This design comes from an exercise in tuning for small area on the open sky130 flow, not from production work. Where RTL was checked, it was by simulation tests only, not by an equivalence proof against the original. Power is estimated from default activity; no workload was simulated.

## oak
## scan_top
module scan_top
#(
    parameter int LINE_CLKS    = 64,
    parameter int PIX_PER_LINE = 16,
    parameter int FIFO_DEPTH   = 16,
    parameter int AFULL_LEVEL  = 12
)
(
    input  logic                                w_clk_1,
    input  logic                                w_adc_rst,
    input  cis_pkg::adc_sample_t                dc,
    input  cis_pkg::line_mode_t                 mode,
    input  cis_pkg::pix_src_t                   src_sel,
    input  logic [cis_pkg::on_cnt_w-1:0]        r_on_cnt,
    input  logic [cis_pkg::on_cnt_w-1:0]        g_on_cnt,
    input  logic [cis_pkg::on_cnt_w-1:0]        b_on_cnt,
    output logic [2:0]                          lrgb,
    output logic                                si,
    input  logic                                dma_on,
    input  mem_pkg::mem_addr_t                  start_adr,
    input  mem_pkg::mem_addr_t                  buf_size,
    output mem_pkg::mem_addr_t                  mem_address,
    output logic [31:0]                         mem_writedata,
    output logic                                mem_write,
    input  logic                                mem_waitrequest,
    output logic [mem_pkg::done_cnt_w-1:0]      done_cnt,
    output logic                                fifo_afull,
    output logic                                fifo_ovr
);
Size: about 1,500 cells after synthesis, roughly 680 flip-flops, roughly 210 I/O pins.
clock: 5.0 ns
lec_check: 0
cap_margin: 20
core_margin: 2
core_utilization: 55
slew_margin: 20
standard.sh (not shown) runs the stock make flow with config.mk's settings and CLKGATE_MAP_FILE= SYNTH_SCRIPT=/design/flow/synth_recipe.tcl, a recipe that flattens the netlist after the stock synthesis.
==> flow/flow/run.sh <==
#!/bin/bash
# Standard ORFS layout (standard.sh) with three changes:
#  - ABC maps for area: a copy of ORFS's scripts folder whose abc_speed.script
#    is replaced by flow/abc_area_map.script (registers are untouched by ABC);
#  - port buffers are buf_1 instead of the default clkdlybuf4s50_1;
#  - the clock tree uses clkbuf_8 clusters of up to 18 sinks and no dummy loads.
set -euo pipefail
cd "$(dirname "$0")/.."
rm -rf scripts_area
cp -r "$FLOW_HOME/scripts" scripts_area
cp flow/abc_area_map.script scripts_area/abc_speed.script
export BUFFER_PORTS_ARGS="-buffer_cell sky130_fd_sc_hd__buf_1"
export CTS_ARGS="-sink_clustering_enable -repair_clock_nets -dont_use_dummy_load -buf_list {sky130_fd_sc_hd__clkbuf_8} -sink_clustering_size 18 -sink_clustering_max_diameter 70"
bash standard.sh SCRIPTS_DIR="$PWD/scripts_area" finish > layout.log 2>&1
==> flow/flow/abc_area_map.script <==
strash
&get -n
&st
&dch -f
&nf -R 1000
&put
oak completed; timing, DRC and antenna clean
Changes in pine relative to oak:
- CORE_UTILIZATION: 55 -> 75
==> comparison <==
- Relative to oak, final critical delay including setup and external delays increased by 0.078 ns in pine.
- Net switching power shrinks slightly when moving from oak to pine.
- pine against oak: required time of the critical path went down 0.06 ns; routed wire length -5.5%.
--- input diff pine..birch ---
- CORE_UTILIZATION now 65, was 75
Results
On total power after layout, pine and birch are neck and neck. Delta(instance count after placement with tap cells included, birch - pine) > 0. Of pine and birch, pine shows the lower peak supply drop, with birch above it. On global-route usage over all layers: birch sits below pine. There was hardly any difference in placed instance area between pine and birch. NOTE post-DP HPWL pine->birch decreased by a few percent.

---

scan_top, a different RTL version from the one above (not shown whole).
For scale: about 1,900 cells after synthesis, roughly 680 flip-flops.
## scan_top
module scan_top
#(
    parameter int LINE_CLKS    = 64,
    parameter int PIX_PER_LINE = 16,
    parameter int FIFO_DEPTH   = 16,
    parameter int AFULL_LEVEL  = 12
)
(
    input  logic                                w_clk_1,
    input  logic                                w_adc_rst,
    input  cis_pkg::adc_sample_t                dc,
    input  cis_pkg::line_mode_t                 mode,
    input  cis_pkg::pix_src_t                   src_sel,
    input  logic [cis_pkg::on_cnt_w-1:0]        r_on_cnt,
    input  logic [cis_pkg::on_cnt_w-1:0]        g_on_cnt,
    input  logic [cis_pkg::on_cnt_w-1:0]        b_on_cnt,
    output logic [2:0]                          lrgb,
    output logic                                si,
    input  logic                                dma_on,
    input  mem_pkg::mem_addr_t                  start_adr,
    input  mem_pkg::mem_addr_t                  buf_size,
    output mem_pkg::mem_addr_t                  mem_address,
    output logic [31:0]                         mem_writedata,
    output logic                                mem_write,
    input  logic                                mem_waitrequest,
    output logic [mem_pkg::done_cnt_w-1:0]      done_cnt,
    output logic                                fifo_afull,
    output logic                                fifo_ovr
);
clock: 5.0 ns
lec_check: 0
cap_margin: 20
core_margin: 2
core_utilization: 65
slew_margin: 20
==> flow/flow/run.sh <==
#!/bin/bash
# Standard ORFS layout with smaller port buffers and a leaner clock tree.
set -euo pipefail
export BUFFER_PORTS_ARGS="-buffer_cell sky130_fd_sc_hd__buf_1"
export CTS_ARGS="-sink_clustering_enable -repair_clock_nets -dont_use_dummy_load -buf_list {sky130_fd_sc_hd__clkbuf_8} -sink_clustering_size 18 -sink_clustering_max_diameter 70"
bash standard.sh > standard.log 2>&1
The starting point finished but failed the layout checks on setup timing.
Edit:
==> flow/flow/run.sh (replaced) <==
#!/bin/bash
# Standard ORFS layout (standard.sh) with three changes:
#  - ABC maps for area: a copy of ORFS's scripts folder whose abc_speed.script
#    is replaced by flow/abc_area_map.script (registers are untouched by ABC);
#  - port buffers are buf_1 instead of the default clkdlybuf4s50_1;
#  - the clock tree uses clkbuf_8 clusters of up to 18 sinks and no dummy loads.
set -euo pipefail
cd "$(dirname "$0")/.."
rm -rf scripts_area
cp -r "$FLOW_HOME/scripts" scripts_area
cp flow/abc_area_map.script scripts_area/abc_speed.script
export BUFFER_PORTS_ARGS="-buffer_cell sky130_fd_sc_hd__buf_1"
export CTS_ARGS="-sink_clustering_enable -repair_clock_nets -dont_use_dummy_load -buf_list {sky130_fd_sc_hd__clkbuf_8} -sink_clustering_size 18 -sink_clustering_max_diameter 70"
bash standard.sh SCRIPTS_DIR="$PWD/scripts_area" finish > layout.log 2>&1
==> flow/flow/abc_area_map.script (new file) <==
strash
&get -n
&st
&dch -f
&nf -R 1000
&put
Effect:
- The new run reached the layout checks and failed them: setup timing
- core utilization is higher by 0.87 points
- die area shrinks by a little under a tenth
- total power decreases by a few percent
- design area drops by a few percent
- wire length decreases by about a fifth
- worst hold slack improves by 12 ps
- critical path depth is unchanged
- clock-buffer cell count stays the same
- non-clock buffer count rose by 5
- area after synthesis shrinks by a little under a tenth
Function was not checked in any run of this note: the RTL went through the layout flow alone.

==> separate check: timing with driven ports <==
Ports are ideal in the flow. The routed layouts listed here were re-timed in OpenROAD.
Step 1, drivers: a clkbuf_16 drives w_clk_1 and a buf_2 each remaining input, both assumed.
Step 2, shift: input delay + t, output delay - t, t = (earliest + latest rising clock arrival at the registers) / 2. This alone moves slack from input paths to output paths.
a / b / c = ideal / step 1 / step 2; a / b = the first two.
run	t (ns)	slack for setup (ns)	hold slack, ns	clock arrival spread, ns	pins driven straight from the clock port
oak	0.661	0.667 / 0.667 / 0.227	0.416 / 0.392 / 0.416	0.107 / 0.107	1
pine	0.611	0.589 / 0.589 / 0.094	0.418 / 0.418 / 0.418	0.071 / 0.071	1
birch	0.647	0.698 / 0.698 / 0.197	0.414 / 0.414 / 0.414	0.030 / 0.030	1
the first run of note 2	0.693	-0.054 / -0.039 / -0.732	0.403 / 0.403 / 0.403	0.080 / 0.081	1
the second run of note 2	0.673	-0.021 / -0.021 / -0.647	0.416 / 0.416 / 0.416	0.041 / 0.042	1
The setup slack of the first run of note 2, which loses most, moves by +0.015 ns with the drivers and by -0.678 ns with both steps.
